From an optimization exercise on the open Yosys and OpenROAD flow, aimed at small area and a short achievable clock period; shortcuts taken in it are not production practice.
RTL that was checked went through simulation tests only; none was proved equivalent to the original.
Power figures rest on the tool's default switching activity, not on a simulated workload.

==> run a: inputs <==
==> flow/design.v <==
package zx128_pkg;
  localparam int ADDR_W = 16;
  localparam int DATA_W = 8;
  localparam int SRAM_AW = 19;
  localparam int ROM_AW = 15;
  localparam int KB_ROWS = 8;
  localparam int KB_COLS = 5;
  localparam logic [7:0] PORT_FE_LO = 8'hfe;
  localparam logic [ADDR_W-1:0] PORT_7FFD = 16'h7ffd;
  localparam logic [ADDR_W-1:0] PORT_HL_DATA = 16'h0dff;
  localparam logic [ADDR_W-1:0] PORT_HL_STATUS = 16'h0eff;
  typedef logic [3:0] bank_t;
  localparam bank_t BANK_AT_4000 = 4'd5;
  localparam bank_t BANK_AT_8000 = 4'd2;
  localparam int FIFO_DEPTH = 512;
  localparam int FIFO_AW = 9;
  localparam int INT_PERIOD = 280000;
  localparam int INT_ON = 256;
  typedef struct packed {
    logic lock;
    logic rom_sel;
    logic shadow;
    logic [2:0] ram_page;
  } page_cfg_t;
endpackage
import zx128_pkg::*;
module cpu_bus_decode
(
  input  logic [ADDR_W-1:0] cpu_addr_i,
  input  logic              cpu_mreq_n_i,
  input  logic              cpu_iorq_n_i,
  input  logic              cpu_rd_n_i,
  input  logic              cpu_wr_n_i,
  input  logic [DATA_W-1:0] rom_data_i,
  input  logic [DATA_W-1:0] sram_data_i,
  input  logic [DATA_W-1:0] kb_data_i,
  input  zx128_pkg::page_cfg_t         page_cfg_i,
  input  logic [DATA_W-1:0] fifo_data_i,
  input  logic              fifo_empty_i,
  input  logic              fifo_full_i,
  output logic              fe_wr_o,
  output logic              p7ffd_wr_o,
  output logic              hreq_wr_o,
  output logic              ram_wr_o,
  output logic              hl_pop_o,
  output logic [DATA_W-1:0] cpu_data_o
);
  logic mem_rd;
  logic mem_wr;
  logic io_rd;
  logic io_wr;
  logic rom_area;
  logic hl_data_rd;
  logic hl_status_rd;
  logic fe_rd;
  logic p7ffd_rd;
  logic [DATA_W-1:0] hl_status;
  assign mem_rd = !cpu_mreq_n_i && !cpu_rd_n_i;
  assign mem_wr = !cpu_mreq_n_i && !cpu_wr_n_i;
  assign io_rd = !cpu_iorq_n_i && !cpu_rd_n_i;
  assign io_wr = !cpu_iorq_n_i && !cpu_wr_n_i;
  assign rom_area = (cpu_addr_i[15:14] == 2'b00);
  assign fe_wr_o = io_wr && !cpu_addr_i[0];
  assign p7ffd_wr_o = io_wr && (cpu_addr_i == PORT_7FFD);
  assign hreq_wr_o = io_wr && (cpu_addr_i == PORT_HL_STATUS);
  assign ram_wr_o = mem_wr && !rom_area;
  assign hl_data_rd = io_rd && (cpu_addr_i == PORT_HL_DATA);
  assign hl_status_rd = io_rd && (cpu_addr_i == PORT_HL_STATUS);
  assign fe_rd = io_rd && (cpu_addr_i[7:0] == PORT_FE_LO);
  assign p7ffd_rd = io_rd && (cpu_addr_i == PORT_7FFD);
  assign hl_pop_o = hl_data_rd && !fifo_empty_i;
  assign hl_status = {6'b000000, fifo_full_i, fifo_empty_i};
  always_comb begin
    if (hl_data_rd) begin
      cpu_data_o = fifo_empty_i ? 8'hff : fifo_data_i;
    end else if (hl_status_rd) begin
      cpu_data_o = hl_status;
    end else if (mem_rd) begin
      cpu_data_o = rom_area ? rom_data_i : sram_data_i;
    end else if (fe_rd) begin
      cpu_data_o = kb_data_i;
    end else if (p7ffd_rd) begin
      cpu_data_o = {2'b00, page_cfg_i};
    end else begin
      cpu_data_o = 8'hff;
    end
  end
endmodule
import zx128_pkg::*;
module io_regs
(
  input  logic              clk14m,
  input  logic              RESET_n,
  input  logic [DATA_W-1:0] cpu_data_i,
  input  logic              fe_wr_i,
  input  logic              p7ffd_wr_i,
  input  logic              hreq_wr_i,
  output logic [2:0]        border_o,
  output logic              mic_o,
  output logic              ear_o,
  output logic              tape_hreq_o,
  output zx128_pkg::page_cfg_t         page_cfg_o
);
  always_ff @(posedge clk14m) begin
    if (!RESET_n) begin
      border_o <= 3'b000;
      mic_o <= 1'b0;
      ear_o <= 1'b0;
    end else if (fe_wr_i) begin
      border_o <= cpu_data_i[2:0];
      mic_o <= cpu_data_i[3];
      ear_o <= cpu_data_i[4];
    end
  end
  always_ff @(posedge clk14m) begin
    if (!RESET_n) begin
      page_cfg_o <= '0;
    end else if (p7ffd_wr_i && !page_cfg_o.lock) begin
      page_cfg_o <= cpu_data_i[5:0];
    end
  end
  always_ff @(posedge clk14m) begin
    if (!RESET_n) begin
      tape_hreq_o <= 1'b0;
    end else if (hreq_wr_i) begin
      tape_hreq_o <= cpu_data_i[0];
    end
  end
endmodule
import zx128_pkg::*;
module mem_mapper
(
  input  logic [ADDR_W-1:0]  cpu_addr_i,
  input  zx128_pkg::page_cfg_t          page_cfg_i,
  input  logic               ram_wr_i,
  output logic [ROM_AW-1:0]  rom_addr_o,
  output logic [SRAM_AW-1:0] sram_addr_o,
  output logic               sram_we_o
);
  zx128_pkg::bank_t bank;
  always_comb begin
    unique case (cpu_addr_i[15:14])
      2'b01: bank = BANK_AT_4000;
      2'b10: bank = BANK_AT_8000;
      2'b11: bank = {1'b0, page_cfg_i.ram_page};
      default: bank = '0;
    endcase
  end
  assign rom_addr_o = {page_cfg_i.rom_sel, cpu_addr_i[13:0]};
  assign sram_addr_o = {1'b0, bank, cpu_addr_i[13:0]};
  assign sram_we_o = ram_wr_i;
endmodule
import zx128_pkg::*;
module keyboard_port
(
  input  logic [KB_ROWS-1:0]         row_sel_i,
  input  logic [KB_ROWS*KB_COLS-1:0] kb_rows_i,
  input  logic                       ear_i,
  output logic [DATA_W-1:0]          kb_data_o
);
  logic [KB_COLS-1:0] keys;
  always_comb begin
    keys = '1;
    for (int r = 0; r < KB_ROWS; r++) begin
      if (!row_sel_i[r]) begin
        keys = keys & kb_rows_i[r*KB_COLS +: KB_COLS];
      end
    end
  end
  assign kb_data_o = {1'b1, ear_i, 1'b1, keys};
endmodule
import zx128_pkg::*;
module frame_interrupt
(
  input  logic clk14m,
  input  logic RESET_n,
  output logic int_o
);
  logic [$clog2(INT_PERIOD)-1:0] cnt;
  logic [$clog2(INT_PERIOD)-1:0] cnt_next;
  assign cnt_next = (cnt == INT_PERIOD - 1) ? '0 : cnt + 1'b1;
  always_ff @(posedge clk14m) begin
    if (!RESET_n) begin
      cnt <= '0;
      int_o <= 1'b0;
    end else begin
      cnt <= cnt_next;
      int_o <= (cnt_next >= 1) && (cnt_next <= INT_ON);
    end
  end
endmodule
import zx128_pkg::*;
module hyperload_fifo
(
  input  logic              clk14m,
  input  logic              RESET_n,
  input  logic [DATA_W-1:0] tape_data_i,
  input  logic              tape_valid_i,
  input  logic              pop_i,
  output logic              tape_ready_o,
  output logic [DATA_W-1:0] data_o,
  output logic              empty_o,
  output logic              full_o
);
  localparam int RING_LEN = FIFO_DEPTH;
  localparam int RING_AW = FIFO_AW;
  localparam int RING_TAPS = 32;
  localparam int TAP_GAP = RING_LEN / RING_TAPS;
  localparam int GAP_W = $clog2(TAP_GAP);
  localparam int TAP_W = RING_AW - GAP_W;
  localparam int SUB_W = GAP_W;
  logic [DATA_W-1:0] ring [RING_LEN];
  logic [RING_AW-1:0] wr_pos;
  logic [RING_AW-1:0] rd_pos;
  logic [DATA_W-1:0] hd_mem [TAP_GAP];
  logic [SUB_W-1:0] hd_rd;
  logic [SUB_W-1:0] hd_wr;
  logic [SUB_W:0] hd_cnt;
  logic [DATA_W-1:0] st_mem [TAP_GAP];
  logic [SUB_W-1:0] st_rd;
  logic [SUB_W-1:0] st_wr;
  logic [SUB_W:0] st_cnt;
  logic [FIFO_AW:0] count;
  logic push;
  logic pop;
  logic [RING_AW-1:0] rd_pos_inc;
  logic ring_empty;
  logic st_empty;
  logic hd_room;
  logic wr_align;
  logic rd_align;
  logic ring_to_hd;
  logic st_to_hd;
  logic push_to_hd;
  logic st_to_ring;
  logic push_to_ring;
  logic ring_wr;
  logic ring_rd;
  logic st_push;
  logic st_pop;
  logic hd_push;
  logic [DATA_W-1:0] ring_rdata;
  logic [DATA_W-1:0] ring_wdata;
  logic [DATA_W-1:0] hd_wdata;
  assign full_o = count[FIFO_AW];
  assign empty_o = (hd_cnt == '0);
  assign tape_ready_o = !full_o;
  assign push = tape_valid_i && !full_o;
  assign pop = pop_i && !empty_o;
  assign data_o = hd_mem[hd_rd];
  assign rd_pos_inc = rd_pos + 1'b1;
  assign ring_empty = (wr_pos == rd_pos_inc);
  assign st_empty = (st_cnt == '0);
  assign hd_room = !hd_cnt[SUB_W] || pop;
  assign wr_align = (wr_pos[GAP_W-1:0] == '0);
  assign rd_align = (rd_pos[GAP_W-1:0] == '0);
  assign ring_to_hd = hd_room && !ring_empty && rd_align;
  assign st_to_hd = hd_room && ring_empty && !st_empty && !wr_align;
  assign push_to_hd = hd_room && ring_empty && st_empty && push;
  assign st_to_ring = !st_empty && wr_align;
  assign push_to_ring = st_empty && push && !push_to_hd && wr_align;
  assign ring_wr = st_to_ring || push_to_ring;
  assign ring_rd = ring_to_hd;
  assign st_pop = st_to_hd || st_to_ring;
  assign st_push = push && !push_to_hd && !push_to_ring;
  assign hd_push = ring_to_hd || st_to_hd || push_to_hd;
  assign ring_rdata = ring[{rd_pos[RING_AW-1:GAP_W], {GAP_W{1'b0}}}];
  assign ring_wdata = st_empty ? tape_data_i : st_mem[st_rd];
  assign hd_wdata = !ring_empty ? ring_rdata : (st_empty ? tape_data_i : st_mem[st_rd]);
  for (genvar p = 0; p < RING_LEN; p++) begin : g_ring
    if (p % TAP_GAP == 0) begin : g_tap
      always_ff @(posedge clk14m) begin
        if (ring_wr && wr_pos[RING_AW-1:GAP_W] == TAP_W'(p / TAP_GAP)) begin
          ring[p] <= ring_wdata;
        end else begin
          ring[p] <= ring[(p + RING_LEN - 1) % RING_LEN];
        end
      end
    end else begin : g_shift
      always_ff @(posedge clk14m) begin
        ring[p] <= ring[p - 1];
      end
    end
  end
  always_ff @(posedge clk14m) begin
    if (hd_push) hd_mem[hd_wr] <= hd_wdata;
    if (st_push) st_mem[st_wr] <= tape_data_i;
  end
  always_ff @(posedge clk14m) begin
    if (!RESET_n) begin
      wr_pos <= '0;
      rd_pos <= '1;
      hd_rd <= '0;
      hd_wr <= '0;
      hd_cnt <= '0;
      st_rd <= '0;
      st_wr <= '0;
      st_cnt <= '0;
      count <= '0;
    end else begin
      if (!ring_wr) wr_pos <= wr_pos + 1'b1;
      if (!ring_rd) rd_pos <= rd_pos_inc;
      if (hd_push) hd_wr <= hd_wr + 1'b1;
      if (pop) hd_rd <= hd_rd + 1'b1;
      if (hd_push && !pop) hd_cnt <= hd_cnt + 1'b1;
      else if (!hd_push && pop) hd_cnt <= hd_cnt - 1'b1;
      if (st_push) st_wr <= st_wr + 1'b1;
      if (st_pop) st_rd <= st_rd + 1'b1;
      if (st_push && !st_pop) st_cnt <= st_cnt + 1'b1;
      else if (!st_push && st_pop) st_cnt <= st_cnt - 1'b1;
      if (push && !pop) count <= count + 1'b1;
      else if (!push && pop) count <= count - 1'b1;
    end
  end
endmodule
import zx128_pkg::*;
module zx128_glue
(
  input  logic                       clk14m,
  input  logic                       RESET_n,
  input  logic [ADDR_W-1:0]          cpu_addr_i,
  input  logic [DATA_W-1:0]          cpu_data_i,
  input  logic                       cpu_mreq_n_i,
  input  logic                       cpu_iorq_n_i,
  input  logic                       cpu_rd_n_i,
  input  logic                       cpu_wr_n_i,
  input  logic [DATA_W-1:0]          rom_data_i,
  input  logic [DATA_W-1:0]          sram_data_i,
  input  logic [KB_ROWS*KB_COLS-1:0] kb_rows_i,
  input  logic                       ear_i,
  input  logic [DATA_W-1:0]          tape_data_i,
  input  logic                       tape_valid_i,
  output logic [DATA_W-1:0]          cpu_data_o,
  output logic [ROM_AW-1:0]          rom_addr_o,
  output logic [SRAM_AW-1:0]         sram_addr_o,
  output logic [DATA_W-1:0]          sram_data_o,
  output logic                       sram_we_o,
  output logic [2:0]                 border_o,
  output logic                       mic_o,
  output logic                       ear_o,
  output logic                       tape_hreq_o,
  output logic                       tape_ready_o,
  output logic                       int_o
);
  logic fe_wr;
  logic p7ffd_wr;
  logic hreq_wr;
  logic ram_wr;
  logic hl_pop;
  logic [DATA_W-1:0] kb_data;
  logic [DATA_W-1:0] fifo_data;
  logic fifo_empty;
  logic fifo_full;
  zx128_pkg::page_cfg_t page_cfg;
  assign sram_data_o = cpu_data_i;
  cpu_bus_decode u_decode (
    .cpu_addr_i(cpu_addr_i), .cpu_mreq_n_i(cpu_mreq_n_i), .cpu_iorq_n_i(cpu_iorq_n_i),
    .cpu_rd_n_i(cpu_rd_n_i), .cpu_wr_n_i(cpu_wr_n_i), .rom_data_i(rom_data_i),
    .sram_data_i(sram_data_i), .kb_data_i(kb_data), .page_cfg_i(page_cfg),
    .fifo_data_i(fifo_data), .fifo_empty_i(fifo_empty), .fifo_full_i(fifo_full),
    .fe_wr_o(fe_wr), .p7ffd_wr_o(p7ffd_wr), .hreq_wr_o(hreq_wr), .ram_wr_o(ram_wr),
    .hl_pop_o(hl_pop), .cpu_data_o(cpu_data_o)
  );
  io_regs u_io_regs (
    .clk14m(clk14m), .RESET_n(RESET_n), .cpu_data_i(cpu_data_i), .fe_wr_i(fe_wr),
    .p7ffd_wr_i(p7ffd_wr), .hreq_wr_i(hreq_wr), .border_o(border_o), .mic_o(mic_o),
    .ear_o(ear_o), .tape_hreq_o(tape_hreq_o), .page_cfg_o(page_cfg)
  );
  mem_mapper u_mem_mapper (
    .cpu_addr_i(cpu_addr_i), .page_cfg_i(page_cfg), .ram_wr_i(ram_wr),
    .rom_addr_o(rom_addr_o), .sram_addr_o(sram_addr_o), .sram_we_o(sram_we_o)
  );
  keyboard_port u_keyboard (
    .row_sel_i(cpu_addr_i[15:8]), .kb_rows_i(kb_rows_i), .ear_i(ear_i), .kb_data_o(kb_data)
  );
  frame_interrupt u_frame_int (
    .clk14m(clk14m), .RESET_n(RESET_n), .int_o(int_o)
  );
  hyperload_fifo u_hl_fifo (
    .clk14m(clk14m), .RESET_n(RESET_n), .tape_data_i(tape_data_i),
    .tape_valid_i(tape_valid_i), .pop_i(hl_pop), .tape_ready_o(tape_ready_o),
    .data_o(fifo_data), .empty_o(fifo_empty), .full_o(fifo_full)
  );
endmodule
==> flow/run.sh <==
#!/bin/bash
# synth_recipe.tcl (not shown) runs the flow's synth.tcl, then flattens the netlist and writes it again
# the make line also repeats each setting of config.mk as NAME=value (left out here)
make -C /OpenROAD-flow-scripts/flow DESIGN_CONFIG=/design/flow/config.mk WORK_HOME=/design/flow/orfs CLKGATE_MAP_FILE= SYNTH_SCRIPT=/design/flow/synth_recipe.tcl finish
==> flow/config.mk <==
export PLATFORM = sky130hd
export DESIGN_NAME = zx128_glue
export DESIGN_NICKNAME = zx128_glue
export VERILOG_FILES = /design/flow/design.v
export SDC_FILE = /design/flow/constraint.sdc
export NUM_CORES = 4
export LEC_CHECK = 0
export CAP_MARGIN = 20
export CORE_MARGIN = 2
export CORE_UTILIZATION = 65
export CTS_BUF_LIST = sky130_fd_sc_hd__clkbuf_4 sky130_fd_sc_hd__clkbuf_8
export SETUP_SLACK_MARGIN = 4.0
export SLEW_MARGIN = 20
==> flow/constraint.sdc <==
create_clock -name core_clock -period 9.0 [get_ports {clk14m}]
set_input_delay 1.8000 -clock core_clock [delete_from_list [all_inputs] [get_ports {clk14m}]]
set_output_delay 1.8000 -clock core_clock [all_outputs]
set_load 0.01 [all_outputs]
==> run b: changes against run a <==
==> flow/design.v, changed modules only <==
module hyperload_fifo
(
  input  logic              clk14m,
  input  logic              RESET_n,
  input  logic [DATA_W-1:0] tape_data_i,
  input  logic              tape_valid_i,
  input  logic              pop_i,
  output logic              tape_ready_o,
  output logic [DATA_W-1:0] data_o,
  output logic              empty_o,
  output logic              full_o
);
  logic [DATA_W-1:0] mem [FIFO_DEPTH];
  logic [FIFO_AW-1:0] wr_ptr;
  logic [FIFO_AW-1:0] rd_ptr;
  logic [FIFO_AW:0] count;
  logic push;
  logic pop;
  assign empty_o = (count == '0);
  assign full_o = (count == (FIFO_AW + 1)'(FIFO_DEPTH));
  assign tape_ready_o = !full_o;
  assign push = tape_valid_i && tape_ready_o;
  assign pop = pop_i && !empty_o;
  assign data_o = mem[rd_ptr];
  always_ff @(posedge clk14m) begin
    if (push) begin
      mem[wr_ptr] <= tape_data_i;
    end
  end
  always_ff @(posedge clk14m) begin
    if (!RESET_n) begin
      wr_ptr <= '0;
      rd_ptr <= '0;
      count <= '0;
    end else begin
      if (push) wr_ptr <= wr_ptr + 1'b1;
      if (pop) rd_ptr <= rd_ptr + 1'b1;
      unique case ({push, pop})
        2'b10: count <= count + 1'b1;
        2'b01: count <= count - 1'b1;
        default: count <= count;
      endcase
    end
  end
endmodule
--- a/flow/config.mk
+++ b/flow/config.mk
@@ -8,6 +8,4 @@
 export CAP_MARGIN = 20
 export CORE_MARGIN = 2
-export CORE_UTILIZATION = 65
-export CTS_BUF_LIST = sky130_fd_sc_hd__clkbuf_4 sky130_fd_sc_hd__clkbuf_8
-export SETUP_SLACK_MARGIN = 4.0
+export CORE_UTILIZATION = 40
 export SLEW_MARGIN = 20
==> qor summary <==
Clk pwr share: run b 43.5%; run a 40.0%
Setup repair after global routing missed its margin: run b false; run a true
Seq Cell Count: run b 4,165; run a 4,446
Clock Latency Late Sink: run b 0.97 ns; run a 1.06 ns
Total of plain and repair buffers excluding clock buffers: run b 387; run a 230
Overall routed net length: run b 468 mm; run a 193 mm
Number of cells in the design after placement: run b 13.4k; run a 7,993
Switching part of the total power: run b 20.0%; run a 22.2%
Width of the die: run b 643 um; run a 403 um
Number of synthesis warnings: run b 6; run a 7
Worst reg2reg path endpoint: run b u_hl_fifo.mem[233][4]$_DFFE_PP_; run a u_hl_fifo.hd_cnt[4]$_SDFFE_PN0P_
Leakage dissipation: run b 54.5 nW; run a 48.0 nW
Layout cell share with drive strength beyond 1: run b 19.8%; run a 22.4%
Top fanout value on the critical path: run b 46; run a 12
Met3 wire length: run b 47.8 mm; run a 11.6 mm
Outcome: run b finished clean; run a finished clean
Register Area: run b 124,000 um2; run a 91,600 um2
Largest net degree at the start of global routing: run b 190; run a 59
Area of the mapped netlist: run b 163,000 um2; run a 103,000 um2
Number of flip-flops and latches in the synthesized netlist: run b 4,165; run a 4,446
Hold path depth: run b 1; run a 0
Via count of the first global-routing pass: run b 84.3k; run a 44.7k
Delay contributed by the slowest stage of the critical path: run b 0.82 ns; run a 0.33 ns
Worst setup path endpoint: run b cpu_data_o[4]; run a cpu_data_o[1]
Number of flops mapped to enable cells by yosys: run b 4,096; run a 256
Well-tap cell count: run b 5,428; run a 2,072
Share of the synthesized area in compound gates (AO/OA/AOI/OAI): run b 3.53%; run a 1.81%
Function not checked in run a: the RTL went through the layout flow alone.

-- re-timing with driven ports --
The results above use ideal ports. As a check the final layouts listed here were re-extracted and re-timed, cells and wires unchanged. Step 1 assumes that a clkbuf_16 drives the clock port and a buf_2 every other input. Step 2 also shifts input and output timing later by t, the mid clock arrival at the registers, as if the neighbouring blocks saw the same clock. Slacks: ideal ports / drivers / drivers and shift; pairs: ideal ports / drivers.
run	t (ns)	slack for setup (ns)	cell pins on the clock port's net
run a	1.100	3.762 / 3.735 / 3.263	1
run b	1.069	0.635 / 0.517 / 1.059	1
After both steps setup and hold are still met in every run listed. The setup slack of run a, which loses most, moves by -0.027 ns with the drivers and by -0.499 ns with both steps.
